This design comes from an exercise in tuning for a short achievable clock period and few clock cycles per item on the open sky130 flow, not from production work.
Only simulation tests tie the RTL to the original design; equivalence was not proved.
The clock port is modelled as an ideal driver; clocking choices that lean on that would not hold on a real chip.
Power is estimated from default activity; no workload was simulated.

==> design.v <==
`default_nettype none
package rvv_arch_pkg;
    localparam int VLEN       = 128;
    localparam int SEW        = 8;
    localparam int NUM_ELEM   = VLEN / SEW;
    localparam int NUM_VREG   = 32;
    localparam int VREG_IDX_W = 5;
    localparam int XLEN       = 32;
    localparam int INST_W     = 32;
    typedef logic [VLEN-1:0]       vreg_t;
    typedef logic [VREG_IDX_W-1:0] vidx_t;
    typedef enum logic [2:0] {
        ALU_ADD,
        ALU_SUB,
        ALU_AND,
        ALU_OR,
        ALU_XOR,
        ALU_MV,
        ALU_VID
    } alu_op_e;
    localparam logic [6:0] OPCODE_V = 7'b1010111;
    localparam logic [2:0] F3_OPIVV = 3'b000;
    localparam logic [2:0] F3_OPIVX = 3'b100;
    localparam logic [2:0] F3_OPMVV = 3'b010;
    localparam logic [5:0] F6_VADD  = 6'b000000;
    localparam logic [5:0] F6_VSUB  = 6'b000010;
    localparam logic [5:0] F6_VAND  = 6'b001001;
    localparam logic [5:0] F6_VOR   = 6'b001010;
    localparam logic [5:0] F6_VXOR  = 6'b001011;
    localparam logic [5:0] F6_VMV   = 6'b010111;
    localparam logic [5:0] F6_VMUNARY0 = 6'b010100;
    localparam logic [4:0] VS1_VID     = 5'b10001;
endpackage
`default_nettype wire
`default_nettype none
package rvv_pipe_pkg;
    localparam int P_VLEN   = 128;
    localparam int P_VIDX_W = 5;
    localparam int CQ_DEPTH = 8;
    localparam int CQ_CNT_W = $clog2(CQ_DEPTH) + 1;
    localparam int RQ_DEPTH = 8;
    localparam logic [2:0] OP_ADD  = 3'd0;
    localparam logic [2:0] OP_SUB  = 3'd1;
    localparam logic [2:0] OP_AND  = 3'd2;
    localparam logic [2:0] OP_OR   = 3'd3;
    localparam logic [2:0] OP_XOR  = 3'd4;
    localparam logic [2:0] OP_PASS = 3'd5;
    localparam int RT_W = P_VIDX_W + P_VLEN + 1;
endpackage
`default_nettype wire
`timescale 1ns/1ps
`default_nettype none
module rvv_fifo #(
    parameter int WIDTH = 1,
    parameter int DEPTH = 8
) (
    input  logic             clk,
    input  logic             rst_n,
    input  logic             push,
    input  logic [WIDTH-1:0] din,
    input  logic             pop,
    output logic             nonempty,
    output logic [WIDTH-1:0] head,
    output logic             nonempty_nxt,
    output logic [WIDTH-1:0] head_nxt
);
    logic [WIDTH-1:0] mem [DEPTH];
    logic [DEPTH:0]   fill;      
    logic [DEPTH:0]   fill_nxt;
    logic [DEPTH-1:0] put;       
    assign nonempty     = ~fill[0];
    assign nonempty_nxt = ~fill_nxt[0];
    assign head         = mem[0];
    assign head_nxt     = put[0] ? din : (pop ? mem[(DEPTH > 1) ? 1 : 0] : mem[0]);
    always_comb begin
        for (int i = 0; i < DEPTH; i++) begin
            put[i] = push & (pop ? fill[i + 1] : fill[i]);
        end
        if (push && !pop) begin
            fill_nxt = {fill[DEPTH-1:0], 1'b0};
        end else if (pop && !push) begin
            fill_nxt = {1'b0, fill[DEPTH:1]};
        end else begin
            fill_nxt = fill;
        end
    end
    always_ff @(posedge clk) begin
        for (int i = 0; i < DEPTH; i++) begin
            if (put[i]) begin
                mem[i] <= din;
            end else if (pop) begin
                mem[i] <= (i + 1 < DEPTH) ? mem[(i + 1) % DEPTH] : mem[i];
            end
        end
    end
    always_ff @(posedge clk) begin
        if (!rst_n) begin
            fill <= (DEPTH+1)'(1);
        end else begin
            fill <= fill_nxt;
        end
    end
endmodule
`default_nettype wire
`timescale 1ns/1ps
`default_nettype none
module rvv_decode (
    input  logic [31:0] inst,
    output logic [2:0]  op,
    output logic        legal,
    output logic        use_a,     
    output logic        use_b,     
    output logic        b_scalar,  
    output logic        b_vid      
);
    logic [5:0] funct6;
    logic [2:0] funct3;
    assign funct6 = inst[31:26];
    assign funct3 = inst[14:12];
    always_comb begin
        op       = rvv_pipe_pkg::OP_PASS;
        legal    = 1'b1;
        use_a    = 1'b0;
        use_b    = 1'b0;
        b_scalar = 1'b0;
        b_vid    = 1'b0;
        case (funct3)
            rvv_arch_pkg::F3_OPIVV: begin
                use_a = 1'b1;
                use_b = 1'b1;
                case (funct6)
                    rvv_arch_pkg::F6_VADD: op = rvv_pipe_pkg::OP_ADD;
                    rvv_arch_pkg::F6_VSUB: op = rvv_pipe_pkg::OP_SUB;
                    rvv_arch_pkg::F6_VAND: op = rvv_pipe_pkg::OP_AND;
                    rvv_arch_pkg::F6_VOR:  op = rvv_pipe_pkg::OP_OR;
                    rvv_arch_pkg::F6_VXOR: op = rvv_pipe_pkg::OP_XOR;
                    default: legal = 1'b0;
                endcase
            end
            rvv_arch_pkg::F3_OPIVX: begin
                b_scalar = 1'b1;
                case (funct6)
                    rvv_arch_pkg::F6_VADD: begin
                        op    = rvv_pipe_pkg::OP_ADD;
                        use_a = 1'b1;
                    end
                    rvv_arch_pkg::F6_VMV: op = rvv_pipe_pkg::OP_PASS;
                    default: legal = 1'b0;
                endcase
            end
            rvv_arch_pkg::F3_OPMVV: begin
                b_vid = 1'b1;
                if (funct6 != rvv_arch_pkg::F6_VMUNARY0 || inst[19:15] != rvv_arch_pkg::VS1_VID) begin
                    legal = 1'b0;
                end
            end
            default: legal = 1'b0;
        endcase
        if (inst[6:0] != rvv_arch_pkg::OPCODE_V || !inst[25]) begin
            legal = 1'b0;
        end
        if (!legal) begin
            op       = rvv_pipe_pkg::OP_PASS;
            use_a    = 1'b0;
            use_b    = 1'b0;
            b_scalar = 1'b0;
            b_vid    = 1'b0;
        end
    end
endmodule
`default_nettype wire
`timescale 1ns/1ps
`default_nettype none
module rvv_dispatch (
    input  logic                clk,
    input  logic                rst_n,
    input  logic                accept,
    input  logic [31:0]         inst,
    input  logic [7:0]          scalar,
    input  logic [rvv_arch_pkg::NUM_VREG*rvv_arch_pkg::VLEN-1:0] regs,
    input  logic [31:0]         written,
    input  logic [31:0]         w_sel,
    input  logic                h_en,
    input  rvv_arch_pkg::vidx_t h_vd,
    input  logic [63:0]         h_lo,
    input  logic                y_en,
    input  rvv_arch_pkg::vidx_t y_vd,
    input  rvv_arch_pkg::vreg_t y_data,
    input  rvv_arch_pkg::vreg_t w_data,
    output logic                x_valid,
    output logic                x_legal,
    output rvv_arch_pkg::vidx_t x_vd,
    output logic [3:0]          x_op,     
    output logic                x_sub,
    output logic [7:0]          x_src,    
    output rvv_arch_pkg::vreg_t x_a,
    output rvv_arch_pkg::vreg_t x_b,
    output rvv_arch_pkg::vreg_t x_bn,     
    output rvv_arch_pkg::vreg_t x_pass,
    output logic                x_xfa,
    output logic                x_xfb
);
    localparam int NV = rvv_arch_pkg::NUM_VREG;
    localparam int VL = rvv_arch_pkg::VLEN;
    logic [2:0]          d_op;
    logic                d_legal;
    logic                d_use_a;
    logic                d_use_b;
    logic                d_b_scalar;
    logic                d_b_vid;
    logic                d_pass;
    logic                d_sub;
    logic                d_fwd_a;
    logic                d_fwd_b;
    logic                vx_in;
    logic                dh_a, dy_a, dw_a;
    logic                dh_b, dy_b, dw_b;
    logic [NV-1:0]       dec_a;
    logic [NV-1:0]       dec_b;
    logic [NV-1:0]       dlo_a, dhi_a, dlo_b, dhi_b;
    logic                r_valid;
    logic [2:0]          op;
    logic                legal;
    logic                b_scalar;
    logic                b_vid;
    rvv_arch_pkg::vidx_t vd;
    logic [7:0]          scalar_q;
    logic [7:0]          src;
    logic                xf_a, xf_b;
    logic [NV-1:0]       slo_a, shi_a, slo_b, shi_b;
    logic                lo_h_a, lo_y_a, lo_w_a, hi_y_a, hi_w_a;
    logic                lo_h_b, lo_y_b, lo_w_b, hi_y_b, hi_w_b;
    logic                s_b;     
    rvv_arch_pkg::vreg_t splat;
    rvv_arch_pkg::vreg_t vid;
    rvv_arch_pkg::vreg_t na;
    rvv_arch_pkg::vreg_t nb;
    rvv_decode u_dec (
        .inst(inst), .op(d_op), .legal(d_legal), .use_a(d_use_a), .use_b(d_use_b),
        .b_scalar(d_b_scalar), .b_vid(d_b_vid)
    );
    assign vx_in   = inst[14];
    assign d_pass  = (d_op == rvv_pipe_pkg::OP_PASS);
    assign d_sub   = (d_op == rvv_pipe_pkg::OP_SUB);
    assign d_fwd_a = d_use_a & r_valid & legal & (vd == inst[24:20]);
    assign d_fwd_b = d_use_b & r_valid & legal & (vd == inst[19:15]);
    assign dh_a = x_valid & x_legal & (x_vd == inst[24:20]);
    assign dy_a = h_en & (h_vd == inst[24:20]);
    assign dw_a = y_en & (y_vd == inst[24:20]);
    assign dh_b = x_valid & x_legal & (x_vd == inst[19:15]) & ~vx_in;
    assign dy_b = h_en & (h_vd == inst[19:15]) & ~vx_in;
    assign dw_b = y_en & (y_vd == inst[19:15]) & ~vx_in;
    always_comb begin
        for (int k = 0; k < NV; k++) begin
            dec_a[k] = (inst[24:20] == 5'(k)) & (written[k] | w_sel[k]);
            dec_b[k] = (inst[19:15] == 5'(k)) & (written[k] | w_sel[k]) & ~vx_in;
        end
        dhi_a = dec_a & {NV{~dy_a & ~dw_a}};
        dlo_a = dhi_a & {NV{~dh_a}};
        dhi_b = dec_b & {NV{~dy_b & ~dw_b}};
        dlo_b = dhi_b & {NV{~dh_b}};
    end
    always_ff @(posedge clk) begin
        if (!rst_n) begin
            r_valid <= 1'b0;
        end else begin
            r_valid <= accept;
        end
    end
    always_ff @(posedge clk) begin
        op       <= d_op;
        legal    <= d_legal;
        b_scalar <= d_b_scalar;
        b_vid    <= d_b_vid;
        vd       <= inst[11:7];
        scalar_q <= scalar;
        xf_a     <= dh_a;
        xf_b     <= dh_b;
        slo_a    <= dlo_a;
        shi_a    <= dhi_a;
        slo_b    <= dlo_b;
        shi_b    <= dhi_b;
        lo_h_a   <= dh_a;
        lo_y_a   <= dy_a & ~dh_a;
        lo_w_a   <= dw_a & ~dy_a & ~dh_a;
        hi_y_a   <= dy_a;
        hi_w_a   <= dw_a & ~dy_a;
        lo_h_b   <= dh_b;
        lo_y_b   <= dy_b & ~dh_b;
        lo_w_b   <= dw_b & ~dy_b & ~dh_b;
        hi_y_b   <= dy_b;
        hi_w_b   <= dw_b & ~dy_b;
        s_b      <= vx_in;
        src      <= {d_pass, ~d_pass & d_fwd_a & d_fwd_b,
                     ~d_pass & ~d_fwd_a & d_fwd_b & d_sub, ~d_pass & ~d_fwd_a & d_fwd_b & ~d_sub,
                     ~d_pass & d_fwd_a & ~d_fwd_b & d_sub, ~d_pass & d_fwd_a & ~d_fwd_b & ~d_sub,
                     ~d_pass & ~d_fwd_a & ~d_fwd_b & d_sub, ~d_pass & ~d_fwd_a & ~d_fwd_b & ~d_sub};
    end
    assign splat = {rvv_arch_pkg::NUM_ELEM{scalar_q}};
    always_comb begin
        for (int i = 0; i < rvv_arch_pkg::NUM_ELEM; i++) begin
            vid[i*8 +: 8] = 8'(i);
        end
    end
    always_comb begin
        for (int i = 0; i < rvv_arch_pkg::NUM_ELEM; i++) begin
            logic [3:0]    alo, ahi, blo, bhi;
            alo = ({4{lo_h_a}} & h_lo[i*4 +: 4])
                | ({4{lo_y_a}} & y_data[i*8 +: 4])
                | ({4{lo_w_a}} & w_data[i*8 +: 4]);
            ahi = ({4{hi_y_a}} & y_data[i*8 + 4 +: 4])
                | ({4{hi_w_a}} & w_data[i*8 + 4 +: 4]);
            blo = ({4{lo_h_b}} & h_lo[i*4 +: 4])
                | ({4{lo_y_b}} & y_data[i*8 +: 4])
                | ({4{lo_w_b}} & w_data[i*8 +: 4])
                | ({4{s_b}} & splat[i*8 +: 4]);
            bhi = ({4{hi_y_b}} & y_data[i*8 + 4 +: 4])
                | ({4{hi_w_b}} & w_data[i*8 + 4 +: 4])
                | ({4{s_b}} & splat[i*8 + 4 +: 4]);
            for (int k = 0; k < NV; k++) begin
                alo = alo | ({4{slo_a[k]}} & regs[k*VL + i*8 +: 4]);
                ahi = ahi | ({4{shi_a[k]}} & regs[k*VL + i*8 + 4 +: 4]);
                blo = blo | ({4{slo_b[k]}} & regs[k*VL + i*8 +: 4]);
                bhi = bhi | ({4{shi_b[k]}} & regs[k*VL + i*8 + 4 +: 4]);
            end
            na[i*8 +: 8] = {ahi, alo};
            nb[i*8 +: 8] = {bhi, blo};
        end
    end
    always_ff @(posedge clk) begin
        if (!rst_n) begin
            x_valid <= 1'b0;
        end else begin
            x_valid <= r_valid;
        end
    end
    always_ff @(posedge clk) begin
        x_legal <= legal;
        x_vd    <= vd;
        x_op    <= {op == rvv_pipe_pkg::OP_XOR, op == rvv_pipe_pkg::OP_OR,
                    op == rvv_pipe_pkg::OP_AND,
                    op == rvv_pipe_pkg::OP_ADD || op == rvv_pipe_pkg::OP_SUB};
        x_sub   <= (op == rvv_pipe_pkg::OP_SUB);
        x_src   <= src;
        x_a     <= na;
        x_b     <= nb;
        x_bn    <= ~nb;
        x_xfa   <= xf_a;
        x_xfb   <= xf_b;
        x_pass  <= b_scalar ? splat : (b_vid ? vid : '0);
    end
endmodule
`default_nettype wire
`timescale 1ns/1ps
`default_nettype none
module rvv_vrf (
    input  logic                clk,
    input  logic                rst_n,
    input  logic [31:0]         wr_sel,
    input  rvv_arch_pkg::vreg_t wr_data,
    output logic [rvv_arch_pkg::NUM_VREG*rvv_arch_pkg::VLEN-1:0] regs,
    output logic [31:0]         written
);
    always_ff @(posedge clk) begin
        if (!rst_n) begin
            written <= '0;
        end else begin
            written <= written | wr_sel;
        end
    end
    always_ff @(posedge clk) begin
        for (int i = 0; i < rvv_arch_pkg::NUM_VREG; i++) begin
            if (wr_sel[i]) begin
                regs[i*rvv_arch_pkg::VLEN +: rvv_arch_pkg::VLEN] <= wr_data;
            end
        end
    end
endmodule
`default_nettype wire
`timescale 1ns/1ps
`default_nettype none
module rvv_alu (
    input  logic [3:0]  sel,    
    input  logic [15:0] cin,
    input  logic [63:0] a,
    input  logic [63:0] b,
    output logic [63:0] y,
    output logic [15:0] cout
);
    always_comb begin
        for (int i = 0; i < 16; i++) begin
            logic [3:0] ae, be;
            logic [4:0] s;
            ae = a[i*4 +: 4];
            be = b[i*4 +: 4];
            s  = {1'b0, ae} + {1'b0, be} + {4'b0, cin[i]};
            y[i*4 +: 4] = ({4{sel[0]}} & s[3:0])
                        | ({4{sel[1]}} & (ae & be))
                        | ({4{sel[2]}} & (ae | be))
                        | ({4{sel[3]}} & (ae ^ be));
            cout[i] = s[4];
        end
    end
endmodule
`default_nettype wire
`timescale 1ns/1ps
`default_nettype none
module rvv_retire (
    input  logic                  clk,
    input  logic                  rst_n,
    input  logic                  res_valid,
    input  rvv_arch_pkg::vidx_t   res_vd,
    input  rvv_arch_pkg::vreg_t   res_data,
    input  logic                  res_illegal,
    output logic                  rt_valid,
    output rvv_arch_pkg::vidx_t   rt_vd,
    output rvv_arch_pkg::vreg_t   rt_data,
    output logic                  rt_illegal,
    input  logic                  rt_ready,
    output logic                  taken
);
    localparam int W = rvv_pipe_pkg::RT_W;
    logic         valid;
    logic         valid_nxt;
    logic [W-1:0] head;
    logic [W-1:0] head_nxt;
    assign taken = valid & rt_ready;
    rvv_fifo #(.WIDTH(W), .DEPTH(rvv_pipe_pkg::RQ_DEPTH)) u_queue (
        .clk(clk), .rst_n(rst_n),
        .push(res_valid), .din({res_vd, res_data, res_illegal}), .pop(taken),
        .nonempty(valid), .head(head),
        .nonempty_nxt(valid_nxt), .head_nxt(head_nxt)
    );
    always_ff @(posedge clk) begin
        if (!rst_n) begin
            rt_valid <= 1'b0;
            {rt_vd, rt_data, rt_illegal} <= '0;
        end else begin
            rt_valid <= valid_nxt;
            {rt_vd, rt_data, rt_illegal} <= head_nxt;
        end
    end
endmodule
`default_nettype wire
`timescale 1ns/1ps
`default_nettype none
module rvv_backend (
    input  logic                                 clk,
    input  logic                                 rst_n,
    input  logic                                 insts_valid,
    input  logic [rvv_arch_pkg::INST_W-1:0]      insts,
    input  logic [rvv_arch_pkg::XLEN-1:0]        insts_scalar,
    output logic                                 insts_ready,
    output logic [rvv_pipe_pkg::CQ_CNT_W-1:0]    remaining_count,
    output logic                                 rt_valid,
    output rvv_arch_pkg::vidx_t                  rt_vd,
    output rvv_arch_pkg::vreg_t                  rt_data,
    output logic                                 rt_illegal,
    input  logic                                 rt_ready,
    output logic                                 rvv_idle
);
    localparam int CQ_CNT_W = rvv_pipe_pkg::CQ_CNT_W;
    localparam int CQ_DEPTH = rvv_pipe_pkg::CQ_DEPTH;
    logic [rvv_arch_pkg::NUM_VREG*rvv_arch_pkg::VLEN-1:0] regs;
    logic [31:0]         written;
    logic                x_valid;
    logic                x_legal;
    rvv_arch_pkg::vidx_t x_vd;
    logic [3:0]          x_op;
    logic                x_sub;
    logic [7:0]          x_src;
    rvv_arch_pkg::vreg_t x_a;
    rvv_arch_pkg::vreg_t x_b;
    rvv_arch_pkg::vreg_t x_bn;
    rvv_arch_pkg::vreg_t x_pass;
    logic                x_xfa;
    logic                x_xfb;
    logic [63:0]         xa_lo, xb_lo, xbn_lo, xp_lo;
    logic [63:0]         l_00, l_00s, l_10, l_10s, l_01, l_01s, l_11;
    logic [15:0]         c_00, c_00s, c_10, c_10s, c_01, c_01s, c_11;
    logic [63:0]         lo_y;
    logic [15:0]         lo_c;
    logic [63:0]         yl;         
    logic [63:0]         yl_n;       
    logic [15:0]         c4;         
    logic                h_valid;
    logic                h_en;
    logic                h_ill;
    rvv_arch_pkg::vidx_t h_vd;
    logic [3:0]          h_op;
    logic                h_sub;
    logic [7:0]          h_src;
    logic [63:0]         h_a, h_b, h_bn, h_pass;
    logic [63:0]         u_00, u_00s, u_10, u_10s, u_01, u_01s, u_11;
    logic [63:0]         hi_y;
    logic [63:0]         yh;         
    logic [63:0]         yh_n;       
    logic [63:0]         yl_d;       
    logic                y_valid;
    logic                y_en;
    logic                y_ill;
    rvv_arch_pkg::vidx_t y_vd;
    rvv_arch_pkg::vreg_t y_data;
    logic                w_en;
    rvv_arch_pkg::vidx_t w_vd;
    logic [31:0]         w_sel;
    rvv_arch_pkg::vreg_t w_data;
    logic [CQ_CNT_W-1:0] outstanding_n;
    logic [CQ_CNT_W-1:0] outstanding;
    logic [CQ_CNT_W-1:0] outstanding_nxt;
    logic                accept;
    logic                taken;
    logic                rt_taken;
    assign outstanding = ~outstanding_n;
    assign accept = insts_valid & (outstanding != CQ_CNT_W'(CQ_DEPTH));
    assign taken  = rt_taken;
    always_comb begin
        outstanding_nxt = outstanding;
        if (accept && !taken) begin
            outstanding_nxt = outstanding + 1'b1;
        end else if (taken && !accept) begin
            outstanding_nxt = outstanding - 1'b1;
        end
    end
    always_ff @(posedge clk) begin
        if (!rst_n) begin
            outstanding_n   <= '1;
            insts_ready     <= 1'b1;
            remaining_count <= CQ_CNT_W'(CQ_DEPTH);
            rvv_idle        <= 1'b1;
        end else begin
            outstanding_n   <= ~outstanding_nxt;
            insts_ready     <= (outstanding_nxt != CQ_CNT_W'(CQ_DEPTH));
            remaining_count <= CQ_CNT_W'(CQ_DEPTH) - outstanding_nxt;
            rvv_idle        <= (outstanding_nxt == '0);
        end
    end
    rvv_dispatch u_dispatch (
        .clk(clk), .rst_n(rst_n),
        .accept(accept), .inst(insts), .scalar(insts_scalar[7:0]),
        .regs(regs), .written(written), .w_sel(w_sel),
        .h_en(h_en), .h_vd(h_vd), .h_lo(yl),
        .y_en(y_en), .y_vd(y_vd), .y_data(y_data),
        .w_data(w_data),
        .x_valid(x_valid), .x_legal(x_legal), .x_vd(x_vd),
        .x_op(x_op), .x_sub(x_sub), .x_src(x_src),
        .x_a(x_a), .x_b(x_b), .x_bn(x_bn), .x_pass(x_pass),
        .x_xfa(x_xfa), .x_xfb(x_xfb)
    );
    rvv_vrf u_vrf (
        .clk(clk), .rst_n(rst_n),
        .wr_sel(w_sel), .wr_data(w_data),
        .regs(regs), .written(written)
    );
    always_comb begin
        for (int i = 0; i < rvv_arch_pkg::NUM_ELEM; i++) begin
            xa_lo[i*4 +: 4]  = x_a[i*8 +: 4];
            xb_lo[i*4 +: 4]  = x_b[i*8 +: 4];
            xbn_lo[i*4 +: 4] = x_bn[i*8 +: 4];
            xp_lo[i*4 +: 4]  = x_pass[i*8 +: 4];
        end
    end
    rvv_alu u_lo_00  (.sel(x_op),    .cin(16'h0000), .a(xa_lo), .b(xb_lo),  .y(l_00),  .cout(c_00));
    rvv_alu u_lo_00s (.sel(4'b0001), .cin(16'hffff), .a(xa_lo), .b(xbn_lo), .y(l_00s), .cout(c_00s));
    rvv_alu u_lo_10  (.sel(x_op),    .cin(16'h0000), .a(yl),    .b(xb_lo),  .y(l_10),  .cout(c_10));
    rvv_alu u_lo_10s (.sel(4'b0001), .cin(16'hffff), .a(yl),    .b(xbn_lo), .y(l_10s), .cout(c_10s));
    rvv_alu u_lo_01  (.sel(x_op),    .cin(16'h0000), .a(xa_lo), .b(yl),     .y(l_01),  .cout(c_01));
    rvv_alu u_lo_01s (.sel(4'b0001), .cin(16'hffff), .a(xa_lo), .b(yl_n),   .y(l_01s), .cout(c_01s));
    always_comb begin
        for (int i = 0; i < rvv_arch_pkg::NUM_ELEM; i++) begin
            l_11[i*4 +: 4] = ({4{x_op[0] & ~x_sub}} & {yl[i*4 +: 3], 1'b0})
                           | ({4{x_op[1] | x_op[2]}} & yl[i*4 +: 4]);
            c_11[i]        = yl[i*4 + 3];
            u_11[i*4 +: 4] = ({4{h_op[0] & ~h_sub}} & {yh[i*4 +: 3], c4[i]})
                           | ({4{h_op[1] | h_op[2]}} & yh[i*4 +: 4]);
        end
    end
    assign lo_y = ({64{x_src[0]}} & l_00)
                | ({64{x_src[1]}} & l_00s)
                | ({64{x_src[2]}} & l_10)
                | ({64{x_src[3]}} & l_10s)
                | ({64{x_src[4]}} & l_01)
                | ({64{x_src[5]}} & l_01s)
                | ({64{x_src[6]}} & l_11)
                | ({64{x_src[7]}} & xp_lo);
    assign lo_c = ({16{x_src[0]}} & c_00)
                | ({16{x_src[1]}} & c_00s)
                | ({16{x_src[2]}} & c_10)
                | ({16{x_src[3]}} & c_10s)
                | ({16{x_src[4]}} & c_01)
                | ({16{x_src[5]}} & c_01s)
                | ({16{x_src[6]}} & c_11);
    always_ff @(posedge clk) begin
        if (!rst_n) begin
            h_valid <= 1'b0;
            h_en    <= 1'b0;
        end else begin
            h_valid <= x_valid;
            h_en    <= x_valid & x_legal;
        end
    end
    always_ff @(posedge clk) begin
        yl     <= lo_y;
        yl_n   <= ~lo_y;
        c4     <= lo_c;
        h_vd   <= x_vd;
        h_ill  <= ~x_legal;
        h_op   <= x_op;
        h_sub  <= x_sub;
        h_src  <= x_src;
        for (int i = 0; i < rvv_arch_pkg::NUM_ELEM; i++) begin
            h_a[i*4 +: 4]    <= x_xfa ? yh[i*4 +: 4] : x_a[i*8 + 4 +: 4];
            h_b[i*4 +: 4]    <= x_xfb ? yh[i*4 +: 4] : x_b[i*8 + 4 +: 4];
            h_bn[i*4 +: 4]   <= x_xfb ? yh_n[i*4 +: 4] : x_bn[i*8 + 4 +: 4];
            h_pass[i*4 +: 4] <= x_pass[i*8 + 4 +: 4];
        end
    end
    rvv_alu u_hi_00  (.sel(h_op),    .cin(c4), .a(h_a), .b(h_b),  .y(u_00),  .cout());
    rvv_alu u_hi_00s (.sel(4'b0001), .cin(c4), .a(h_a), .b(h_bn), .y(u_00s), .cout());
    rvv_alu u_hi_10  (.sel(h_op),    .cin(c4), .a(yh),  .b(h_b),  .y(u_10),  .cout());
    rvv_alu u_hi_10s (.sel(4'b0001), .cin(c4), .a(yh),  .b(h_bn), .y(u_10s), .cout());
    rvv_alu u_hi_01  (.sel(h_op),    .cin(c4), .a(h_a), .b(yh),   .y(u_01),  .cout());
    rvv_alu u_hi_01s (.sel(4'b0001), .cin(c4), .a(h_a), .b(yh_n), .y(u_01s), .cout());
    assign hi_y = ({64{h_src[0]}} & u_00)
                | ({64{h_src[1]}} & u_00s)
                | ({64{h_src[2]}} & u_10)
                | ({64{h_src[3]}} & u_10s)
                | ({64{h_src[4]}} & u_01)
                | ({64{h_src[5]}} & u_01s)
                | ({64{h_src[6]}} & u_11)
                | ({64{h_src[7]}} & h_pass);
    always_ff @(posedge clk) begin
        if (!rst_n) begin
            y_valid <= 1'b0;
            y_en    <= 1'b0;
            w_en    <= 1'b0;
            w_sel   <= '0;
        end else begin
            y_valid <= h_valid;
            y_en    <= h_en;
            w_en    <= y_en;
            for (int i = 0; i < rvv_arch_pkg::NUM_VREG; i++) begin
                w_sel[i] <= y_en & (y_vd == 5'(i));
            end
        end
    end
    always_ff @(posedge clk) begin
        yh     <= hi_y;
        yh_n   <= ~hi_y;
        yl_d   <= yl;
        y_vd   <= h_vd;
        y_ill  <= h_ill;
        w_data <= y_data;
        w_vd   <= y_vd;
    end
    always_comb begin
        for (int i = 0; i < rvv_arch_pkg::NUM_ELEM; i++) begin
            y_data[i*8 +: 8] = {yh[i*4 +: 4], yl_d[i*4 +: 4]};
        end
    end
    rvv_retire u_retire (
        .clk(clk), .rst_n(rst_n),
        .res_valid(y_valid), .res_vd(y_vd), .res_data(y_data), .res_illegal(y_ill),
        .rt_valid(rt_valid), .rt_vd(rt_vd), .rt_data(rt_data),
        .rt_illegal(rt_illegal), .rt_ready(rt_ready), .taken(rt_taken)
    );
endmodule
`default_nettype wire
==> flow/run.sh <==
#!/bin/bash
# The standard layout (standard.sh) with four additions through ORFS's
# step hooks:
#  - the ports placed on the die's edges by flow/io.tcl (IO_CONSTRAINTS,
#    read by the floorplan step);
#  - the flip-flop driving each output port held next to its pin during
#    global placement (flow/pre_gp.tcl and flow/post_gp.tcl);
#  - more passes of ORFS's own timing repair after the clock tree and
#    global routing steps (flow/post_cts.tcl and flow/post_grt.tcl).
# The ORFS run's whole output goes to standard_finish.log in this folder;
# each ORFS step also keeps its own log under orfs/logs/.
set -o pipefail
here=$(pwd)
bash "$here/standard.sh" \
    IO_CONSTRAINTS="$here/flow/io.tcl" \
    PRE_GLOBAL_PLACE_TCL="$here/flow/pre_gp.tcl" \
    POST_GLOBAL_PLACE_TCL="$here/flow/post_gp.tcl" \
    POST_CTS_TCL="$here/flow/post_cts.tcl" \
    POST_GLOBAL_ROUTE_TCL="$here/flow/post_grt.tcl" \
    finish > "$here/standard_finish.log" 2>&1
==> flow/io.tcl <==
# Ports on the die's edges in the order the data flows: commands in on the
# left edge, results out along the bottom edge, each bus spread evenly in
# bit order; the clock in the middle of the top edge.
set die [[ord::get_db_block] getDieArea]
set dbu [[ord::get_db_block] getDbUnitsPerMicron]
set w [expr {double([$die dx]) / $dbu}]
set h [expr {double([$die dy]) / $dbu}]

proc spread {names edge len} {
  set n [llength $names]
  set lo [expr {0.1 * $len}]
  set step [expr {0.8 * $len / $n}]
  for {set i 0} {$i < $n} {incr i} {
    set a [expr {$lo + $i * $step}]
    set b [expr {$a + $step}]
    set_io_pin_constraint -pin_names [list [lindex $names $i]] -region $edge:[format %.2f $a]-[format %.2f $b]
  }
}

set outs {}
for {set i 0} {$i < 128} {incr i} { lappend outs "rt_data\[$i\]" }
for {set i 0} {$i < 5} {incr i} { lappend outs "rt_vd\[$i\]" }
lappend outs rt_illegal rt_valid rt_ready
spread $outs bottom $w

set ins {}
lappend ins rst_n insts_valid insts_ready rvv_idle
for {set i 0} {$i < 4} {incr i} { lappend ins "remaining_count\[$i\]" }
for {set i 0} {$i < 32} {incr i} { lappend ins "insts\[$i\]" }
for {set i 0} {$i < 32} {incr i} { lappend ins "insts_scalar\[$i\]" }
spread $ins left $h

set_io_pin_constraint -pin_names {clk} -region top:[format %.2f [expr {0.48 * $w}]]-[format %.2f [expr {0.52 * $w}]]
==> flow/post_cts.tcl <==
# After ORFS's clock tree step has repaired timing once: more passes of the
# same repair, which the first pass leaves undone when it stops at the
# worst path (a path to an output that no repair can speed up), then
# legalise the placement as ORFS's step does.
estimate_parasitics -placement
foreach phases {LEGACY ENDPOINT_FANIN LEGACY} {
  repair_timing -setup -setup_margin $::env(SETUP_SLACK_MARGIN) \
    -repair_tns 100 -match_cell_footprint -phases $phases -verbose
}
repair_timing -hold -hold_margin 0.05 -match_cell_footprint -verbose
detailed_placement
check_placement -verbose
estimate_parasitics -placement
report_worst_slack -max
report_worst_slack -min
==> flow/post_gp.tcl <==
# After global placement: release the output flip-flops held by pre_gp.tcl
set block [ord::get_db_block]
set f [open $::env(RESULTS_DIR)/pinned_flops.txt r]
set names [split [string trim [read $f]] "\n"]
close $f
set n 0
foreach name $names {
  if {$name eq ""} { continue }
  set inst [$block findInst $name]
  if {$inst ne "NULL"} { $inst setPlacementStatus PLACED; incr n }
}
puts "post_gp: released $n output flip-flops"
==> flow/post_grt.tcl <==
# After ORFS's global routing step has repaired timing once: more passes of
# the same repair, which the first pass leaves undone when it stops at the
# worst path (a path to an output that no repair can speed up), then
# legalise and reroute the changed nets as ORFS's step does.
estimate_parasitics -global_routing
global_route -start_incremental
foreach phases {LEGACY ENDPOINT_FANIN LEGACY LEGACY} {
  repair_timing -setup -setup_margin $::env(SETUP_SLACK_MARGIN) \
    -repair_tns 100 -match_cell_footprint -phases $phases -verbose
}
repair_timing -hold -hold_margin 0.05 -match_cell_footprint -verbose
detailed_placement
global_route -end_incremental
estimate_parasitics -global_routing
report_worst_slack -max
report_worst_slack -min
==> flow/pre_gp.tcl <==
# Before global placement: put the flip-flop driving each output port right
# inside the die next to its pin, held in place while the other cells are
# placed around it (post_gp.tcl releases it for legalisation).
set block [ord::get_db_block]
set core [$block getCoreArea]
set ::my_pinned {}
foreach bterm [$block getBTerms] {
  if {[$bterm getIoType] ne "OUTPUT"} { continue }
  set net [$bterm getNet]
  if {$net eq "NULL"} { continue }
  set drv ""
  foreach it [$net getITerms] {
    if {[$it isOutputSignal]} { set drv [$it getInst] }
  }
  if {$drv eq ""} { continue }
  if {![[$drv getMaster] isSequential]} { continue }
  set pins [$bterm getBPins]
  if {[llength $pins] == 0} { continue }
  set bb [[lindex $pins 0] getBBox]
  set px [expr {([$bb xMin] + [$bb xMax]) / 2}]
  set py [expr {([$bb yMin] + [$bb yMax]) / 2}]
  set w [[$drv getMaster] getWidth]
  set h [[$drv getMaster] getHeight]
  set x [expr {min(max($px - $w / 2, [$core xMin]), [$core xMax] - $w)}]
  set y [expr {min(max($py - $h / 2, [$core yMin]), [$core yMax] - $h)}]
  $drv setLocation $x $y
  $drv setPlacementStatus FIRM
  lappend ::my_pinned [$drv getName]
}
puts "pre_gp: held [llength $::my_pinned] output flip-flops at their pins"
set f [open $::env(RESULTS_DIR)/pinned_flops.txt w]
puts $f [join $::my_pinned "\n"]
close $f
==> standard.sh <==
#!/bin/bash
# synth_recipe.tcl (not shown) runs the flow's synth.tcl, then flattens the netlist and writes it again
# the make line also repeats each setting of config.mk as NAME=value (left out here)
make -C /OpenROAD-flow-scripts/flow DESIGN_CONFIG=/design/flow/config.mk WORK_HOME=/design/flow/orfs CLKGATE_MAP_FILE= SYNTH_SCRIPT=/design/flow/synth_recipe.tcl "${@:-finish}"
==> config.mk <==
export PLATFORM = sky130hd
export DESIGN_NAME = rvv_backend
export DESIGN_NICKNAME = rvv_backend
export VERILOG_FILES = /design/flow/design.v
export SDC_FILE = /design/flow/constraint.sdc
export NUM_CORES = 8
export LEC_CHECK = 0
export CAP_MARGIN = 50
export CORE_MARGIN = 2
export CORE_UTILIZATION = 42
export PLACE_DENSITY = 0.45
export SETUP_SLACK_MARGIN = 3.5
export SLEW_MARGIN = 65
export TNS_END_PERCENT = 100
==> constraint.sdc <==
create_clock -name core_clock -period 6.0 [get_ports {clk}]
set_input_delay 1.2000 -clock core_clock [delete_from_list [all_inputs] [get_ports {clk}]]
set_output_delay 1.2000 -clock core_clock [all_outputs]
set_load 0.01 [all_outputs]
==> results of run 1 <==
-- layout make-up --
cell class	count	area share [%]
Tap cell	9270	3.29
Clock inverter	349	1.12
Timing Repair Buffer	1627	7.00
Multi-Input combinational cell	12735	29.1
Inverter	819	0.889
Sequential cell	6660	52.5
Clock buffer	1038	5.99
Timing Repair inverter	1	0.00249
Antenna cell	199	0.141
-- sequential cells by signal, summed over array words and instances (netlist names), 128 cells and up --
register	flops
u_dispatch.x_a	128
u_dispatch.x_b	128
u_dispatch.x_bn	128
u_retire.rt_data	128
u_retire.u_queue.mem	1072
u_vrf.regs	4096
w_data	128
-- through the flow --
| stage | cell area, um2 | hold WS, ns | std cells | utilization, % | setup WS, ns |
|---|---|---|---|---|---|
| 3_3_place_gp | 310000 | 0.310 | 30472 | 44.4 | 1.57 |
| 2_1_floorplan | 294000 | 0.310 | 21762 | - | 1.65 |
| 6_report | 352000 | 0.286 | 32698 | 50.4 | 3.22 |
| 3_5_place_dp | 324000 | 0.312 | 31001 | 46.4 | 2.05 |
-- final timing paths --
kind	cells after the start	endpoint	slack, ns	startpoint
setup / recovery	1	rt_data[125]	3.22	u_retire.rt_data[125]
hold / removal	0	u_dispatch.x_src[6]	0.29	u_dispatch.src[6]
setup reg to reg	9	u_dispatch.x_b[84]	3.37	u_dispatch.shi_b[27]
hold reg to reg	0	u_dispatch.x_src[6]	0.29	u_dispatch.src[6]
-- report_power, final --
part | total [W] | leakage [nW] | internal, W | switching (W)
registers | 0.0498 | 70.1 | 0.0495 | 0.000270
logic | 0.00213 | 49.7 | 0.000897 | 0.00124
clock network | 0.0476 | 12.2 | 0.0277 | 0.0199
-- cell usage after synthesis, types with 73 or more instances --
cell type	number	area share [%]
buf_1	400	0.51
nand4_1	777	1.7
o21ai_1	122	0.21
o21a_1	122	0.31
nor3_1	112	0.19
and2_1	166	0.35
nand2_1	823	1.1
dfxtp_1	1626	11
nor4_1	86	0.18
a221oi_1	710	2.1
a22o_1	775	2.3
xnor2_1	282	0.84
a22oi_1	3124	8.0
edfxtp_1	5034	51
a222oi_1	142	0.48
a221o_1	99	0.34
and3_1	209	0.44
mux2_2	923	3.5
nor2_1	457	0.58
nand3_1	311	0.53
xor2_1	148	0.44
a21oi_1	439	0.75
mux2_1	73	0.28
a21o_1	201	0.51
inv_1	809	1.0
clkbuf_1	1026	1.3
buf_2	121	0.21
and4_1	94	0.28
o21ai_0	590	1.0
nor2b_1	137	0.29
ha_1	1061	4.5
mux2i_1	141	0.48
fa_1	288	2.0
-- per-layer routing --
metal,part of all wire [%],vias to the layer above,global-route usage (%)
li1,-,88445,-
met1,38,117894,54.2
met2,40,20332,56.0
met3,14,4642,12.9
met4,7.3,76,23.1
met5,0.063,-,0.542
-- cell families (layout without fill, tap and decap cells) --
| group | after synthesis | after routing | share of synthesized area, % |
|---|---|---|---|
| muxes | 1137 | 1137 | 4.29 |
| AOI/OAI and AO/OA | 6500 | 6500 | 16.5 |
| adders and majority gates | 1349 | 1349 | 6.47 |
| xor gates and xnor gates | 430 | 430 | 1.28 |
| buffers and inverters | 2367 | 3834 | 3.07 |
| DFF | 6660 | 6660 | 62.5 |
| and+or+nand+nor | 3319 | 3319 | 5.91 |
| other | 0 | 199 | 0 |
==> results by group, run 1 <==
Power
  • Pleak: roughly 130 nW
  • P per Cell Area: 283 nW/um2
  • Design Power: slightly below 0.1 W
  • Worst IR drop on VDD: between 0.3 and 0.4 mV

Finish
  • Layout cell share with drive strength beyond 1: 18.2%
  • Fill count: about 60000
  • Commonest non-fill, non-tap cell in the layout: edfxtp_1
  • Area Overhead vs Synth: 19.7%
  • Most frequent cells in the layout: edfxtp_1, a22oi_1, dfxtp_1
  • Nets@finish: 24000
  • Area occupied by registers: 185000 um2
  • Multi-input logic area: 102000 um2

Timing
  • Achievable frequency: about 360 MHz
  • Tcrit/Tclk final: 46.4%
  • Crit path time final: roughly 2.8 ns
  • Slew @ Worst Pin: approximately 0.64 ns
  • # setup viols final: 0
  • Final hold violation count: 0
  • Max-slew violations: 0
  • Post-Route Setup TNS: 0 ns
  • Setup Skew: 0.0712 ns
  • Relative slew margins: between 50 and 60%

Setup path
  • Crit end category: output pin
  • Crit path launch type: flip-flop
  • Critical path data required time: around 4.8 ns
  • CP cell instances: buf_2
  • Worst Path Buf+Inv: 1
  • CP max stage delay: 0.31 ns
  • WS Path Type: flip-flop to output pin
  • Critical Path AT: between 1.5 and 2 ns
  • Crit path max fanout: 1
  • Worst path top cell family by delay: flip-flops
  • Crit-path slowest cell: dfxtp_1

Synthesis
  • Synthesized net count: around 23000
  • Number of synthesized flops with an enable pin: approximately 5000
  • Synthesis-stage register bit count: 6660
  • Synth Flop Type: edfxtp_1
  • Mapped Cells: 21762
  • Ys Warns: 8
  • Average instance area after synthesis: ~14 um2
  • Unique masters post-synth: between 70 and 80
  • Asr flop ratio synth: 0%
  • Sequential share of the synthesized area: 62.5%
  • Cell area after synthesis: 294000 um2

Floorplanning
  • IO Pins: approximately 210
  • Rows: about 310
  • Die H: 841 um
  • Effective utilization at floorplan: ~42%
  • Die width: roughly 840 um
  • Core Area: approximately 700000 um2
  • Die area: ~710000 um2

Flow run
  • Max-Cap Viols: 0

Routing
  • Final antenna-violating net count: 0
  • Number of vias per cell: 7.08
  • Via Count: roughly 230k
  • Final WL: 1480000 um
  • DRT iter0 DRCs: 43483
  • Drt first pass iters: 13
  • Avg WL per Cell: around 45 um
  • Drt drc: 0

Place
  • DP Wirelength: about 950000 um
  • Port bufs: approximately 180

Clock tree
  • Clk latency of the worst-skew pair: 1.20 ns
  • # clock sinks: approximately 6700
  • Clock transition at path regs: about 0.06 ns
  • CTS tree: yes

Global routing
  • Initial antenna violation count: 108
  • Largest net degree at the start of global routing: 85
  • Vias in the first global route: 219211
  • Congestion Overflow GR: 0
  • GRT Util Overall: about two fifths
  • Global-route wire length before repair: 1940000 um

Outcome
  • Status: timing/DRC/antenna clean

Worst hold path
  • Hold Path Class: flip-flop to flip-flop
Testbench counts, summed over its fixed seeds: cycles 3,240, items 3,200.
==> run 2, diff against run 1 <==
--- a/config.mk
+++ b/config.mk
@@ -7,8 +7,8 @@
 export LEC_CHECK = 0
 export CAP_MARGIN = 50
 export CORE_MARGIN = 2
-export CORE_UTILIZATION = 42
-export PLACE_DENSITY = 0.45
+export CORE_UTILIZATION = 48
+export PLACE_DENSITY = 0.5
 export SETUP_SLACK_MARGIN = 3.5
 export SLEW_MARGIN = 65
 export TNS_END_PERCENT = 100
==> run 2 against run 1 <==
Against the previous run:
- clock power fell by 4.2%
- worst setup slack better by 0.029 ns
- die area shrank 12%
- global-route usage up 3.5 points
- sequential power hardly changed
- count of clock-buffer cells in the layout shrank 26
==> results by group, run 2 <==
Outcome
  • Status: timing/DRC/antenna clean

Synthesis
  • Sequential share of the synthesized area: 62.5% (unchanged)
  • Mapped Cells: 21762 (unchanged)
  • Synth cell count leaders: edfxtp_1, a22oi_1, dfxtp_1
  • Average instance area after synthesis: 13.5 um2 (unchanged)
  • Unique masters post-synth: 72 (unchanged)
  • Cell taking the most area after synthesis: edfxtp_1
  • Synthesis-stage register bit count: 6660 (unchanged)
  • Number of synthesized flops with an enable pin: 5034 (unchanged)
  • Cell area after synthesis: 294000 um2 (unchanged)
  • Largest cells by area after synthesis: edfxtp_1, dfxtp_1, a22oi_1
  • Asr flop ratio synth: 0% (unchanged)
  • Synthesized net count: 23179 (unchanged)
  • Synth top area share: 51.4% (unchanged)
  • Count leader, synth: edfxtp_1
  • Ys Warns: 8 (unchanged)
  • Synth Flop Type: edfxtp_1

Setup path
  • Worst-case reg-to-reg path depth: 7 (-2)
  • CP cell instances: buf_2
  • Worst R2R Start: u_dispatch.slo_a[7]
  • Reg-to-reg setup timing slack: 3.36 ns (about the same)
  • Crit-path slowest cell: dfxtp_1
  • Critical Path AT: 1.56 ns (-0.02 ns)
  • Crit path max fanout: 1 (unchanged)
  • Critical path data required time: 4.80 ns (about the same)
  • WS Path Type: flip-flop to output pin
  • Crit path launch: remaining_count[0]
  • Worst Path Buf+Inv: 1 (unchanged)
  • Reg2reg end: u_dispatch.x_a[91]
  • CP max stage delay: 0.31 ns (about the same)
  • Worst path top cell family by delay: flip-flops
  • Crit end category: output pin
  • Crit path capture: remaining_count[0]
  • CP Depth: 1 (unchanged)
  • Crit path launch type: flip-flop

Place
  • DP Wirelength: 882000 um (-6.8%)
  • Placed Area: 322000 um2 (-0.55%)
  • Inst Count DP: 29755 (-4.0%)
  • Port bufs: 184 (unchanged)

Floorplanning
  • Effective utilization at floorplan: 48.2% (+6.0 points)
  • Core Area: 611000 um2 (-13%)
  • Die area: 619000 um2 (-12%)
  • IO Pins: 209 (unchanged)
  • Die H: 787 um (-6.4%)
  • Die width: 787 um (-6.4%)
  • Rows: 287 (-6.5%)

Routing
  • Final antenna-violating net count: 0 (unchanged)
  • Final WL: 1410000 um (-4.7%)
  • Via Count: 232525 (+0.49%)
  • Drt first pass iters: 12 (-1)
  • DRT iter0 DRCs: 46977 (+8.0%)
  • Number of vias per cell: 7.43 (+5.0%)
  • Drt drc: 0 (unchanged)
  • Avg WL per Cell: 45.1 um (-0.48%)

Finish
  • Max reg flops: 4096 (unchanged)
  • Area Overhead vs Synth: 18.4%
  • Non-Filler Instances: 31302 (-4.3%)
  • Commonest non-fill, non-tap cell in the layout: edfxtp_1
  • Multi-input logic area: 102000 um2 (about the same)
  • Top reg by flops: u_vrf.regs
  • Design area: 348000 um2 (-1.0%)
  • Top flop regs: u_vrf.regs x4096, u_retire.u_queue.mem x1072
  • Most frequent cells in the layout: edfxtp_1, a22oi_1, dfxtp_1
  • Nets@finish: 23867 (-0.55%)
  • Fill count: 49044 (-18%)
  • Area occupied by registers: 185000 um2 (about the same)
  • Layout cell share with drive strength beyond 1: 17.9% (-0.29 points)

Timing
  • Setup Skew: 0.0742 ns (+0.00300 ns)
  • Post-Route Setup TNS: 0 ns (unchanged)
  • Final hold slack: 0.324 ns (+0.0376 ns)
  • Final hold violation count: 0 (unchanged)
  • Slew @ Worst Pin: 0.689 ns (+0.0477 ns)
  • # setup viols final: 0 (unchanged)
  • Crit path time final: 2.76 ns (-0.0291 ns)
  • Achievable frequency: 363 MHz (+1.1%)
  • Tcrit/Tclk final: 45.9% (-0.48 points)
  • Relative slew margins: 54.1% (-3.2 points)
  • Max-slew violations: 0 (unchanged)

Global routing
  • Initial antenna violation count: 98 (-9.3%)
  • Met2 Use GR: 59.0% (+3.0 points)
  • Vias in the first global route: 218493 (-0.33%)
  • GRT Util Overall: 43.5% (+3.5 points)
  • Met3 usage: 16.7% (+3.8 points)
  • Largest net degree at the start of global routing: 89 (+4.7%)
  • GRT Max-Usage Layer: met2
  • Global-route wire length before repair: 1860000 um (-3.9%)
  • GR Util met1: 57.7% (+3.5 points)
  • Congestion Overflow GR: 0 (unchanged)

Power
  • P per Cell Area: 280 nW/um2 (-1.0%)
  • Pleak: 131 nW (-0.85%)
  • Worst IR drop on VDD: 0.322 mV (+7.0%)

Worst hold path
  • Hold Path Class: flip-flop to flip-flop

Clock tree
  • Clock transition at path regs: 0.06 ns (about the same)
  • # clock sinks: 6660 (unchanged)
  • Clk latency of the worst-skew pair: 1.16 ns (-0.04 ns)
  • CTS tree: yes

Flow run
  • Max-Cap Viols: 0 (unchanged)
run 2: cell type report:
class / count / share of cell area, %
well taps: 8092 / 2.91
multi-input cells: 12735 / 29.4
clock buffers: 1012 / 5.88
clock inverters: 331 / 0.952
diodes: 136 / 0.0977
flip-flops and latches: 6660 / 53.1
repair inverters: 2 / 0.00503
repair buffers: 1515 / 6.80
inverters: 819 / 0.907
run 2: worst min path at each step:
| stage | start | end | slack [ns] | cells past startpoint |
|---|---|---|---|---|
| after floorplan | u_dispatch.x_pass[119] | h_pass[59] | 0.31 | 0 |
| after global placement | u_dispatch.src[6] | u_dispatch.x_src[6] | 0.31 | 0 |
| after detailed placement | u_dispatch.x_pass[126] | h_pass[62] | 0.31 | 0 |
| final | u_dispatch.src[6] | u_dispatch.x_src[6] | 0.32 | 0 |
run 2: cell families after synthesis:
| group | count (synthesis) | synth area share [%] |
|---|---|---|
| adder cells (fa/ha/maj) | 1349 | 6.47 |
| AO/OA/AOI/OAI | 6500 | 16.5 |
| flip-flops | 6660 | 62.5 |
| XOR/XNOR | 430 | 1.28 |
| buffers and inverters | 2367 | 3.07 |
| multiplexers | 1137 | 4.29 |
| AND/OR/NAND/NOR | 3319 | 5.91 |
run 2: routing by layer:
| layer | routed length (um) | share of wire (%) | vias up |
|---|---|---|---|
| met4 | 120000 | 8.5 | 90 |
| met5 | 911 | 0.065 | - |
| met2 | 553000 | 39 | 22344 |
| met3 | 222000 | 16 | 5490 |
| met1 | 515000 | 37 | 116554 |
| li1 | - | - | 88047 |
run 2: through the flow:
step	utilization (%)	setup slack [ns]	total power [W]
floorplan	-	1.65	0.0520
global placement	50.6	1.44	0.0529
detailed placement	52.8	1.84	0.0529
finish	57.0	3.24	0.0974
run 2: power breakdown:
| part | leakage, nW | switching, W | internal, W | total (W) |
|---|---|---|---|---|
| clock | 11.7 | 0.0194 | 0.0262 | 0.0456 |
| combinational | 49.1 | 0.00119 | 0.000912 | 0.00210 |
| sequential | 70.1 | 0.000282 | 0.0495 | 0.0498 |
==> run 3, diff against run 2 <==
--- a/config.mk
+++ b/config.mk
@@ -7,8 +7,8 @@
 export LEC_CHECK = 0
 export CAP_MARGIN = 50
 export CORE_MARGIN = 2
-export CORE_UTILIZATION = 48
-export PLACE_DENSITY = 0.5
+export CORE_UTILIZATION = 54
+export PLACE_DENSITY = 0.56
 export SETUP_SLACK_MARGIN = 3.5
 export SLEW_MARGIN = 65
 export TNS_END_PERCENT = 100
==> run 3 against run 2 <==
Against the previous run:
- combinational power about the same
- non-clock buffer count fell by 87
- synthesized area unchanged
- sequential share of layout area grew 0.44 points
- count of clock-buffer cells in the layout fell by 2
- critical endpoint is now rt_data[47]
- highest routed layer unchanged
==> results by group, run 3 <==
Clock tree
  • Clk latency of the worst-skew pair: 1.20 ns (+0.04 ns)
  • Clock transition at path regs: 0.06 ns (about the same)
  • # clock sinks: 6660 (unchanged)
  • CTS tree: yes

Synthesis
  • Mapped Cells: 21762 (unchanged)
  • Synthesis-stage register bit count: 6660 (unchanged)
  • XOR/XNOR Fraction of Synth Area: 1.28% (unchanged)
  • Ys Warns: 8 (unchanged)
  • Sequential share of the synthesized area: 62.5% (unchanged)
  • Cell area after synthesis: 294000 um2 (unchanged)
  • Unique masters post-synth: 72 (unchanged)
  • Average instance area after synthesis: 13.5 um2 (unchanged)
  • Synth top area share: 51.4% (unchanged)
  • Cell taking the most area after synthesis: edfxtp_1
  • Synth Flop Type: edfxtp_1
  • Synthesized net count: 23179 (unchanged)
  • Asr flop ratio synth: 0% (unchanged)
  • Largest cells by area after synthesis: edfxtp_1, dfxtp_1, a22oi_1
  • Synth cell count leaders: edfxtp_1, a22oi_1, dfxtp_1
  • Post-synthesis mux area share: 4.29% (unchanged)
  • Number of synthesized flops with an enable pin: 5034 (unchanged)
  • Largest family of logic cells by synthesized area: compound AO/OA/AOI/OAI gates
  • Simple-Gate Fraction of Synth Area: 5.91% (unchanged)
  • Count leader, synth: edfxtp_1
  • Synth Area in Compound Gates: 16.5% (unchanged)
  • Post-Synth Adder-Cell Area: 6.47% (unchanged)

Finish
  • Top reg by flops: u_vrf.regs
  • Area occupied by registers: 185000 um2 (about the same)
  • Most frequent cells in the layout: edfxtp_1, a22oi_1, dfxtp_1
  • Area Overhead vs Synth: 17.5%
  • Top flop regs: u_vrf.regs x4096, u_retire.u_queue.mem x1072
  • Layout cell share with drive strength beyond 1: 17.4% (-0.50 points)
  • Max reg flops: 4096 (unchanged)
  • Multi-input logic area: 102000 um2 (about the same)
  • Fill count: 40505 (-17%)
  • Commonest non-fill, non-tap cell in the layout: edfxtp_1
  • Design area: 346000 um2 (-0.79%)
  • Nets@finish: 23757 (-0.46%)
  • Non-Filler Instances: 30327 (-3.1%)

Power
  • Sequential Power Share: 51.6% (+0.5 points)
  • Switching Fraction: 21.4% (about the same)
  • Design Power: 0.0964 W (-1.0%)
  • Cell-internal power: 0.0758 W (-1.0%)
  • Psw: 0.0206 W (-1.1%)
  • Pleak: 130 nW (-0.67%)
  • Worst IR drop on VDD: 0.329 mV (+2.2%)
  • P per Cell Area: 279 nW/um2 (-0.25%)
  • Clk pwr share: 46.2% (-0.6 points)
  • Combinational power share: 2.2% (about the same)

Routing
  • Number of vias per cell: 7.73 (+4.0%)
  • Avg WL per Cell: 44.3 um (-1.8%)
  • DRT iter0 DRCs: 54562 (+16%)
  • Via Count: 234363 (+0.79%)
  • Drt first pass iters: 12 (unchanged)
  • Drt drc: 0 (unchanged)
  • Final antenna-violating net count: 0 (unchanged)
  • Final WL: 1340000 um (-4.9%)

Timing
  • Setup Skew: 0.0920 ns (+0.0177 ns)
  • # setup viols final: 0 (unchanged)
  • Achievable frequency: 360 MHz (-0.77%)
  • Post-Route Setup TNS: 0 ns (unchanged)
  • Max-slew violations: 0 (unchanged)
  • Relative slew margins: 52.1% (-2.0 points)
  • Crit path time final: 2.78 ns (+0.0215 ns)
  • Tcrit/Tclk final: 46.3% (+0.36 points)
  • Slew @ Worst Pin: 0.719 ns (+0.0301 ns)
  • Final hold slack: 0.325 ns (+0.00148 ns)
  • Final hold violation count: 0 (unchanged)

Floorplanning
  • Effective utilization at floorplan: 54.1% (+6.0 points)
  • Core Area: 544000 um2 (-11%)
  • Die H: 742 um (-5.7%)
  • Die area: 551000 um2 (-11%)
  • Rows: 271 (-5.6%)
  • Die width: 742 um (-5.7%)
  • IO Pins: 209 (unchanged)

Place
  • Placed Area: 320000 um2 (-0.68%)
  • DP Wirelength: 829000 um (-6.0%)
  • Inst Count DP: 28797 (-3.2%)
  • Port bufs: 184 (unchanged)

Global routing
  • GRT Util Overall: 46.8% (+3.4 points)
  • Congestion Overflow GR: 0 (unchanged)
  • Initial antenna violation count: 77 (-21%)
  • Largest net degree at the start of global routing: 95 (+6.7%)
  • Global-route wire length before repair: 1790000 um (-3.9%)
  • Vias in the first global route: 220277 (+0.82%)

Setup path
  • Worst-case reg-to-reg path depth: 7 (unchanged)
  • CP cell instances: buf_6
  • Crit end category: output pin
  • Crit path launch type: flip-flop
  • Crit path max fanout: 1 (unchanged)
  • Reg-to-reg setup timing slack: 3.36 ns (about the same)
  • Critical Path AT: 1.58 ns (+0.02 ns)
  • Crit-path slowest cell: dfxtp_2
  • Worst path top cell family by delay: flip-flops
  • Worst Path Buf+Inv: 1 (unchanged)
  • Worst R2R Start: u_dispatch.shi_a[19]
  • CP max stage delay: 0.32 ns (about the same)
  • WS Path Type: flip-flop to output pin
  • Critical path data required time: 4.80 ns (about the same)
  • Reg2reg end: u_dispatch.x_a[103]

Worst hold path
  • WHS Path Cells: 0 (unchanged)
  • Hold Path Class: flip-flop to flip-flop
  • Hold EP: u_dispatch.x_src[5]
  • Beginning of the worst hold path: u_dispatch.src[5]

Flow run
  • Max-Cap Viols: 0 (unchanged)

Outcome
  • Status: timing/DRC/antenna clean
==> run 3: power groups by stage <==
stage               Sequential, W  Combinational [W]  Clock (W)
floorplan                  0.0509            0.00117          0
finish                     0.0498            0.00208     0.0446
global placement           0.0508            0.00207          0
detailed placement         0.0508            0.00211          0
==> run 3: worst max-delay path by stage <==
stage | start | slack [ns] | depth (start not counted) | end
final | u_retire.rt_data[47] | 3.22 | 1 | rt_data[47]
after detailed placement | rt_ready | 1.67 | 9 | u_retire.u_queue.mem[1][18]
after global placement | rt_ready | 1.16 | 7 | u_retire.u_queue.mem[6][3]
after floorplan | rt_ready | 1.65 | 6 | u_retire.u_queue.mem[7][0]
==> run 3: per-layer routing <==
metal	up-vias	global-route usage, %	share of wire, %
met2	24714	62.4	39
met5	-	1.61	0.11
met1	115409	60.7	34
li1	87819	-	-
met3	6347	21.0	18
met4	74	31.8	9.0
==> run 3: cell families (layout without fill, tap and decap cells) <==
group,after synthesis,count (layout)
AND/OR/NAND/NOR,3319,3319
flip-flops,6660,6660
adder cells (fa/ha/maj),1349,1349
AO/OA/AOI/OAI,6500,6500
multiplexers,1137,1137
XOR/XNOR,430,430
other,0,142
buffers and inverters,2367,3556
==> run 3: cell type report <==
cell class,instances,area share (%)
Sequential cell,6660,53.5
Inverter,819,0.912
Timing Repair inverter,2,0.00507
Clock inverter,297,0.954
Multi-Input combinational cell,12735,29.6
Tap cell,7234,2.62
Clock buffer,1010,5.77
Timing Repair Buffer,1428,6.53
Antenna cell,142,0.103
==> run 3: stage by stage <==
stage / setup slack, ns / util, %
6_report: 3.22 / 63.6
3_5_place_dp: 1.67 / 58.9
3_3_place_gp: 1.16 / 56.5
2_1_floorplan: 1.65 / -
==> run 4, diff against run 3 <==
--- a/config.mk
+++ b/config.mk
@@ -7,8 +7,8 @@
 export LEC_CHECK = 0
 export CAP_MARGIN = 50
 export CORE_MARGIN = 2
-export CORE_UTILIZATION = 54
-export PLACE_DENSITY = 0.56
+export CORE_UTILIZATION = 51
+export PLACE_DENSITY = 0.53
 export SETUP_SLACK_MARGIN = 3.5
 export SLEW_MARGIN = 65
 export TNS_END_PERCENT = 100
==> run 4 against run 3 <==
Against the previous run:
- critical path depth stayed put
- first-iteration DRC count decreased by 6.2%
- synthesized area unchanged
- count of clock-buffer cells in the layout shrank 26
- cell count grew 1.2%
- via count down 0.64%
- critical endpoint is now rt_data[112]
- register-to-register slack got worse by 0.05 ns
- sequential power barely moved
- still clean on timing, DRC and antenna
- final area about the same
- worst hold slack worse by 0.027 ns
==> results by group, run 4 <==
Floorplanning
  • IO Pins: 209 (unchanged)
  • Die area: 583000 um2 (+5.9%)
  • Rows: 278 (+2.6%)
  • Core Area: 574000 um2 (+5.6%)
  • Die width: 763 um (+2.9%)
  • Effective utilization at floorplan: 51.3% (-2.9 points)
  • Die H: 763 um (+2.9%)

Routing
  • Number of vias per cell: 7.59 (-1.8%)
  • Via Count: 232870 (-0.64%)
  • Drt first pass iters: 13 (+1)
  • Avg WL per Cell: 44.4 um (+0.31%)
  • DRT iter0 DRCs: 51168 (-6.2%)
  • Final antenna-violating net count: 0 (unchanged)
  • Drt drc: 0 (unchanged)
  • Final WL: 1360000 um (+1.5%)

Setup path
  • Worst path top cell family by delay: flip-flops
  • CP max stage delay: 0.32 ns (about the same)
  • Reg2reg end: u_dispatch.x_bn[124]
  • Reg-to-reg setup timing slack: 3.31 ns (-0.05 ns)
  • Crit-path slowest cell: dfxtp_2
  • Crit end category: output pin
  • Crit path max fanout: 1 (unchanged)
  • Worst-case reg-to-reg path depth: 7 (unchanged)
  • CP cell instances: buf_6
  • Worst R2R Start: u_dispatch.shi_b[19]
  • Worst Path Buf+Inv: 1 (unchanged)
  • Critical path data required time: 4.80 ns (about the same)
  • Critical Path AT: 1.57 ns (about the same)
  • WS Path Type: flip-flop to output pin
  • Crit path launch type: flip-flop

Clock tree
  • Clock transition at path regs: 0.06 ns (about the same)
  • CTS tree: yes
  • Clk latency of the worst-skew pair: 1.19 ns (about the same)
  • # clock sinks: 6660 (unchanged)

Synthesis
  • Synth cell count leaders: edfxtp_1, a22oi_1, dfxtp_1
  • Number of synthesized flops with an enable pin: 5034 (unchanged)
  • Sequential share of the synthesized area: 62.5% (unchanged)
  • Average instance area after synthesis: 13.5 um2 (unchanged)
  • Unique masters post-synth: 72 (unchanged)
  • Mapped Cells: 21762 (unchanged)
  • Asr flop ratio synth: 0% (unchanged)
  • Cell taking the most area after synthesis: edfxtp_1
  • Cell area after synthesis: 294000 um2 (unchanged)
  • Largest cells by area after synthesis: edfxtp_1, dfxtp_1, a22oi_1
  • Synth Flop Type: edfxtp_1
  • Synth top area share: 51.4% (unchanged)
  • Synthesis-stage register bit count: 6660 (unchanged)
  • Count leader, synth: edfxtp_1
  • Ys Warns: 8 (unchanged)
  • Synthesized net count: 23179 (unchanged)

Global routing
  • Met2 Use GR: 60.8% (-1.7 points)
  • GRT Max-Usage Layer: met2
  • GRT Util Overall: 44.9% (-1.9 points)
  • Vias in the first global route: 218848 (-0.65%)
  • Congestion Overflow GR: 0 (unchanged)
  • Met3 usage: 18.3% (-2.6 points)
  • Initial antenna violation count: 113 (+47%)
  • Global-route wire length before repair: 1820000 um (+1.3%)
  • GR Util met1: 58.7% (-2.1 points)
  • Largest net degree at the start of global routing: 98 (+3.2%)

Finish
  • Top flop regs: u_vrf.regs x4096, u_retire.u_queue.mem x1072
  • Area Overhead vs Synth: 17.6% (about the same)
  • Layout cell share with drive strength beyond 1: 17.5% (+0.096 points)
  • Commonest non-fill, non-tap cell in the layout: edfxtp_1
  • Max reg flops: 4096 (unchanged)
  • Top reg by flops: u_vrf.regs
  • Most frequent cells in the layout: edfxtp_1, a22oi_1, dfxtp_1
  • Fill count: 44468 (+9.8%)
  • Nets@finish: 23758 (+0.0042%)

Worst hold path
  • Hold Path Class: flip-flop to flip-flop
  • Beginning of the worst hold path: u_dispatch.src[7]
  • Hold EP: u_dispatch.x_src[7]
  • WHS Path Cells: 0 (unchanged)

Timing
  • Final hold violation count: 0 (unchanged)
  • Max-slew violations: 0 (unchanged)
  • Setup Skew: 0.0848 ns (-0.00714 ns)
  • Achievable frequency: 361 MHz (+0.31%)
  • Relative slew margins: 57.6% (+5.5 points)
  • Setup WS post-layout: 3.23 ns (+0.00858 ns)
  • # setup viols final: 0 (unchanged)
  • Tcrit/Tclk final: 46.1% (-0.14 points)
  • Post-Route Setup TNS: 0 ns (unchanged)
  • Slew @ Worst Pin: 0.636 ns (-0.0827 ns)
  • Crit path time final: 2.77 ns (-0.00858 ns)

Place
  • DP Wirelength: 847000 um (+2.2%)
  • Port bufs: 184 (unchanged)
  • Pre-CTS setup slack: 1.51 ns (-0.157 ns)

Power
  • Worst IR drop on VDD: 0.348 mV (+5.6%)
  • Pleak: 130 nW (about the same)
  • Design Power: 0.0966 W (+0.14%)
  • P per Cell Area: 279 nW/um2 (about the same)

Outcome
  • Status: timing/DRC/antenna clean

Flow run
  • Max-Cap Viols: 0 (unchanged)
==> run 4: cell counts after synthesis <==
No cell type changed its count.
==> run 4: cell families (layout without fill, tap and decap cells) <==
kind of cell | count (synthesis) | after routing | share of synthesized area, %
buffers and inverters | 2367 | 3549 | 3.07
adders and majority gates | 1349 | 1349 | 6.47
xor gates and xnor gates | 430 | 430 | 1.28
other | 0 | 191 | 0
AOI/OAI and AO/OA | 6500 | 6500 | 16.5
DFF | 6660 | 6660 | 62.5
and+or+nand+nor | 3319 | 3320 | 5.91
muxes | 1137 | 1137 | 4.29
==> run 4: layout make-up <==
class	instances	area, um2	share of cell area [%]
diodes	191	478	0.138
clock buffers	984	20000	5.79
multi-input cells	12736	102000	29.6
well taps	7560	9460	2.73
inverters	819	3160	0.913
repair inverters	3	26.3	0.00760
repair buffers	1418	22200	6.42
flip-flops and latches	6660	185000	53.5
clock inverters	325	3250	0.941
==> run 4: where the power goes <==
group / internal, W / switching [W] / leakage, nW
Combinational: 0.000902 / 0.00119 / 48.4
Clock: 0.0254 / 0.0193 / 11.4
Sequential: 0.0495 / 0.000280 / 70.1
Total: 0.0758 / 0.0208 / 130
==> run 4: worst max path at each step <==
stage                     startpoint                            to  cells after the start
6_report       u_retire.rt_data[112]                  rt_data[112]                      1
3_5_place_dp                rt_ready   u_retire.u_queue.mem[4][13]                      9
3_3_place_gp                rt_ready  u_retire.u_queue.mem[1][124]                      7
2_1_floorplan               rt_ready    u_retire.u_queue.mem[7][0]                      6
==> run 4: routing by layer <==
metal	wire (um)	share of wire (%)
met5	1920	0.14
met4	120000	8.8
met3	229000	17
met2	533000	39
met1	479000	35
==> run 4: per-stage QoR <==
| step | instances | util, % | hold slack, ns | cell area [um2] |
|---|---|---|---|---|
| floorplan | 21762 | - | 0.310 | 294000 |
| global placement | 28640 | 53.6 | 0.310 | 308000 |
| detailed placement | 29130 | 55.8 | 0.312 | 320000 |
| finish | 30696 | 60.3 | 0.298 | 346000 |

## port drivers added, routing unchanged
The flow's constraints put no driver on any port. The routed layouts listed below were extracted and timed again, unchanged, in two steps. Step 1: set_driving_cell puts a clkbuf_16 on clk and a buf_2 on each other input, an assumption about the parent block. Step 2 moves the port delays by t, midway between the first and last clock arrival at a register: inputs arrive t later, outputs are due t later. That takes back most of the time a late clock gives input paths. Slacks: ideal ports / drivers / drivers and shift; pairs: ideal ports / drivers.
run	t (ns)	slack for setup (ns)	latest minus earliest clock arrival (ns)
run 1	1.261	3.215 / 3.116 / 2.238	0.080 / 0.080
run 2	1.222	3.244 / 3.150 / 2.441	0.092 / 0.092
run 3	1.246	3.223 / 3.128 / 2.398	0.100 / 0.100
run 4	1.240	3.231 / 3.137 / 2.375	0.095 / 0.095
After both steps every run listed still meets setup and hold. For run 1, which loses most, drivers alone change the setup slack by -0.099 ns; drivers and shift together by -0.977 ns.
